Background: an optimization exercise with open tools, aiming at small area. Do not read the settings as production practice. Only simulation tests tie the RTL to the original design; equivalence was not proved. Power figures rest on the tool's default switching activity, not on a simulated workload.

run A:
## cfg_extract_top
module cfg_extract_top (
    input  logic                                axis_clk,
    input  logic                                aresetn,
    input  logic [cfg_extract_pkg::DATA_W-1:0]  i_ctrl_tdata,
    input  logic [cfg_extract_pkg::KEEP_W-1:0]  i_ctrl_tkeep,
    input  logic                                i_ctrl_tvalid,
    input  logic                                i_ctrl_tlast,
    output logic [cfg_extract_pkg::DATA_W-1:0]  o_ctrl_tdata,
    output logic [cfg_extract_pkg::KEEP_W-1:0]  o_ctrl_tkeep,
    output logic                                o_ctrl_tvalid,
    output logic                                o_ctrl_tlast,
    output logic [cfg_extract_pkg::CFG_W-1:0]   o_cfg_info,
    output logic                                o_cfg_update
);
Size: ~4000 cells after synthesis, roughly 1900 flip-flops, roughly 1600 I/O pins.
Settings: LEC_CHECK=0, CAP_MARGIN=20, CORE_AREA=10 10 470 470, DIE_AREA=0 0 480 480, SLEW_MARGIN=20, SYNTH_HIERARCHICAL=1, SYNTH_MINIMUM_KEEP_SIZE=0; clock period 5.0 ns.
standard.sh (not shown) runs the stock make flow with config.mk's settings and CLKGATE_MAP_FILE= SYNTH_SCRIPT=/design/flow/synth_recipe.tcl, a recipe that flattens the netlist after the stock synthesis.
==> flow/flow/run.sh <==
#!/bin/bash
# Standard layout, with the smallest buffer on every port instead of the default delay buffer.
set -euo pipefail
export BUFFER_PORTS_ARGS="-buffer_cell sky130_fd_sc_hd__buf_1"
bash standard.sh finish > orfs_make.log 2>&1
Inputs modified between run A and run B:
- changing CORE_AREA from 10 10 470 470 to 10 10 390 390
- changing DIE_AREA from 0 0 480 480 to 0 0 400 400
Results
- Re number of instances in the synthesized netlist: no difference whatsoever between run B and run A.
- In the summary table, run B is marked failed, with error PPL-0024 raised in I/O pin placement.
- The final reports for run B and run A show y dimension of the die lower in the former.
- Run B: row count is 29 lower than what run A reported.
Here is what was changed in the inputs of run C compared with run B.
- CORE_AREA changed from 10 10 390 390 to 10 10 470 470
- DIE_AREA changed from 0 0 400 400 to 0 0 480 480
==> flow/run.sh (new file) <==
#!/bin/bash
# synth_recipe.tcl (not shown) runs the flow's synth.tcl, then flattens the netlist and writes it again
# the make line also repeats each setting of config.mk as NAME=value (left out here)
make -C /OpenROAD-flow-scripts/flow DESIGN_CONFIG=/design/flow/config.mk WORK_HOME=/design/flow/orfs CLKGATE_MAP_FILE= SYNTH_SCRIPT=/design/flow/synth_recipe.tcl finish
removed: flow/flow/run.sh
removed: flow/standard.sh
### Flow results
Run C did not stop at any stage, and its layout met the timing, design-rule and antenna checks.
Run C against run B: post-synthesis adder-cell area fraction level; synthesized cell count level; number of standard-cell rows in the floorplan shows an increase of 21%; horizontal die dimension climbed 80 um.

v35:
Another version of the RTL of cfg_extract_top (not shown whole).
Size: ~1800 flip-flops, ~1600 I/O pins, roughly 0.055 mm^2 of cells after synthesis.
export LEC_CHECK = 0
export CAP_MARGIN = 20
export CORE_AREA = 10 10 470 470
export DIE_AREA = 0 0 480 480
export SLEW_MARGIN = 20
export SYNTH_HIERARCHICAL = 1
export SYNTH_MINIMUM_KEEP_SIZE = 0
create_clock -name core_clock -period 5.0 [get_ports {axis_clk}]
==> flow/flow/run.sh <==
#!/bin/bash
# Standard layout with two changes: the smallest buffer on every port instead of
# the default delay buffer, and a clock tree of mid-size buffers in small clusters
# without dummy loads.
set -euo pipefail
export BUFFER_PORTS_ARGS="-buffer_cell sky130_fd_sc_hd__buf_1"
export CTS_ARGS="-sink_clustering_enable -repair_clock_nets -dont_use_dummy_load -buf_list sky130_fd_sc_hd__clkbuf_8 -sink_clustering_size 16 -sink_clustering_max_diameter 80"
bash standard.sh finish > orfs_make.log 2>&1
v35 finished end to end and its layout was clean on timing, DRC and antenna.
--- input diff v35..v24 ---
diff --git a/flow/flow/run.sh b/flow/flow/run.sh
--- a/flow/flow/run.sh
+++ b/flow/flow/run.sh
@@ -7 +7 @@
-export CTS_ARGS="-sink_clustering_enable -repair_clock_nets -dont_use_dummy_load -buf_list sky130_fd_sc_hd__clkbuf_8 -sink_clustering_size 16 -sink_clustering_max_diameter 80"
+export CTS_ARGS="-sink_clustering_enable -repair_clock_nets -dont_use_dummy_load -buf_list sky130_fd_sc_hd__clkbuf_8 -sink_clustering_size 16 -sink_clustering_max_diameter 60"
diff --git a/flow/config.mk b/flow/config.mk
--- a/flow/config.mk
+++ b/flow/config.mk
@@ -8 +8 @@
-export CAP_MARGIN = 20
+export CAP_MARGIN = 5
@@ -11 +11 @@
-export SLEW_MARGIN = 20
+export SLEW_MARGIN = 5
==> comparison <==
Although v24 finished all stages, its layout failed final checks on max-slew violations. v35 completed; timing, DRC and antenna clean. Looking at v24 and v35, the number of nets in the final layout is a wash. Diff v35 -> v24: utilization essentially unchanged; fill cell total of the finished layout essentially unchanged; count of non-filler cells in the finished layout essentially unchanged; die area essentially unchanged.
For v38, these inputs were changed with respect to v24:
diff --git a/flow/config.mk b/flow/config.mk
--- a/flow/config.mk
+++ b/flow/config.mk
@@ -8 +8 @@
-export CAP_MARGIN = 5
+export CAP_MARGIN = 20
@@ -11 +11 @@
-export SLEW_MARGIN = 5
+export SLEW_MARGIN = 20
### Flow results
v38 finished every step from synthesis to the final layout, and the layout passed the timing, design-rule and antenna checks. Status: multi-input gate share of the layout cell area parity (v24, v38). ~same total leakage power in v38 and v24. v38: share of the cycle needed by the critical path after routing 0.57 points below v24. v38 -> v24: wire length flat. | setup slack | v38 vs v24 | 29 ps higher |. ~same total non-filler cell area in the finished layout in v38 and v24. Total number of vias across v38 and v24: no real change. v38 gives less logic depth of the worst path, buffers included than v24 did.

Starting RTL as in the previous note.
Settings: LEC_CHECK=0, CAP_MARGIN=20, CORE_AREA=10 10 442 442, DIE_AREA=0 0 452 452, SLEW_MARGIN=20, SYNTH_HIERARCHICAL=1, SYNTH_MINIMUM_KEEP_SIZE=0; clock period 5.0 ns.
==> flow/flow/run.sh <==
#!/bin/bash
# Standard layout with two changes: the smallest buffer on every port instead of
# the default delay buffer, and a clock tree of mid-size buffers in small clusters
# without dummy loads.
set -euo pipefail
export BUFFER_PORTS_ARGS="-buffer_cell sky130_fd_sc_hd__buf_1"
export CTS_ARGS="-sink_clustering_enable -repair_clock_nets -dont_use_dummy_load -buf_list sky130_fd_sc_hd__clkbuf_8 -sink_clustering_size 16 -sink_clustering_max_diameter 80"
bash standard.sh finish > orfs_make.log 2>&1
Next try:
==> flow/flow/run.sh (replaced) <==
#!/bin/bash
# Standard layout with two changes: the smallest buffer on every port instead of
# the default delay buffer, and a clock tree of small buffers in small clusters
# without dummy loads.
set -euo pipefail
export BUFFER_PORTS_ARGS="-buffer_cell sky130_fd_sc_hd__buf_1"
export CTS_ARGS="-sink_clustering_enable -repair_clock_nets -dont_use_dummy_load -buf_list sky130_fd_sc_hd__clkbuf_4 -sink_clustering_size 8 -sink_clustering_max_diameter 50"
bash standard.sh finish > orfs_make.log 2>&1
--- a/flow/config.mk
+++ b/flow/config.mk
@@ -7,6 +7,6 @@
 export LEC_CHECK = 0
 export CAP_MARGIN = 20
-export CORE_AREA = 10 10 442 442
-export DIE_AREA = 0 0 452 452
+export CORE_AREA = 10 10 470 470
+export DIE_AREA = 0 0 480 480
 export SLEW_MARGIN = 20
 export SYNTH_HIERARCHICAL = 1
What happened: Worst setup slack degrades by 0.052 ns; final area rose by 4.6%; total power increases by 3.3%.
Next try:
==> flow/flow/run.sh (replaced) <==
#!/bin/bash
# Standard layout with two changes: the smallest buffer on every port instead of
# the default delay buffer, and a clock tree of mid-size buffers in small clusters
# without dummy loads.
set -euo pipefail
export BUFFER_PORTS_ARGS="-buffer_cell sky130_fd_sc_hd__buf_1"
export CTS_ARGS="-sink_clustering_enable -repair_clock_nets -dont_use_dummy_load -buf_list sky130_fd_sc_hd__clkbuf_8 -sink_clustering_size 16 -sink_clustering_max_diameter 80 -tree_buf sky130_fd_sc_hd__clkbuf_4"
bash standard.sh finish > orfs_make.log 2>&1
=>
- worst hold slack improves by 0.011 ns
- synthesized cell count is unchanged
- wire length falls by about 1.7%
- design area falls by 4.4%
- critical path depth stays the same
- clock-buffer cell count falls by 153
- sequential share of layout area rises by 2.5 points
Next try:
==> flow/flow/run.sh (replaced) <==
#!/bin/bash
# Standard layout with two changes: the smallest buffer on every port instead of
# the default delay buffer, and a clock tree of mid-size buffers in small clusters
# without dummy loads.
set -euo pipefail
export BUFFER_PORTS_ARGS="-buffer_cell sky130_fd_sc_hd__buf_1"
export CTS_ARGS="-sink_clustering_enable -repair_clock_nets -dont_use_dummy_load -buf_list sky130_fd_sc_hd__clkbuf_8 -sink_clustering_size 16 -sink_clustering_max_diameter 80"
bash standard.sh finish > orfs_make.log 2>&1
--- a/flow/config.mk
+++ b/flow/config.mk
@@ -9,4 +9,5 @@
 export CORE_AREA = 10 10 470 470
 export DIE_AREA = 0 0 480 480
+export PLACE_DENSITY = 0.8
 export SLEW_MARGIN = 20
 export SYNTH_HIERARCHICAL = 1
=> The new run went through all stages and came out clean; synthesized area stays the same; sequential power hardly moves; fmax shrinks by 2.0%; total power climbs by 1.6%; die area stays the same.

-- separate check: timing with driven ports --
No port has a modelled driver above. Below, the same layouts with a new extraction and two added sets of constraints. Step 1 sets driving cells, clkbuf_16 on the clock port and buf_2 on the other inputs (assumed; they add their load-dependent delay and slew). Step 2 adds t to the input delays and takes it off the output delays; t is the mean of the earliest and latest rising clock arrival at the registers after step 1. Input paths then give back, and output paths get back, about the clock's delay inside the block. Three values: no drivers, after step 1, after step 2; two values: the first two.
run | t, ns | setup WS [ns] | worst setup path at the end | slew at the worst register clock pin (ns)
run A | 0.906 | 1.877 / 1.877 / 1.601 | input to register | 0.08 / 0.08
run C | 0.920 | 1.786 / 1.690 / 1.311 | input to register | 0.07 / 0.07
v35 | 0.939 | 2.072 / 1.998 / 1.542 | input to register | 0.11 / 0.11
v24 | 0.971 | 2.029 / 1.971 / 1.389 | input to register | 0.11 / 0.11
v38 | 0.972 | 2.058 / 1.966 / 1.542 | input to register | 0.11 / 0.11
the first run of note 3 | 0.973 | 1.810 / 1.810 / 1.305 | input to register | 0.11 / 0.11
the second run of note 3 | 1.284 | 1.758 / 1.666 / 0.939 | input to register | 0.10 / 0.10
the third run of note 3 | 1.006 | 2.046 / 1.955 / 1.546 | input to register | 0.11 / 0.11
the fourth run of note 3 | 0.944 | 1.985 / 1.978 / 1.591 | input to register | 0.11 / 0.11
For the second run of note 3, which loses most, drivers alone change the setup slack by -0.092 ns; drivers and shift together by -0.819 ns.
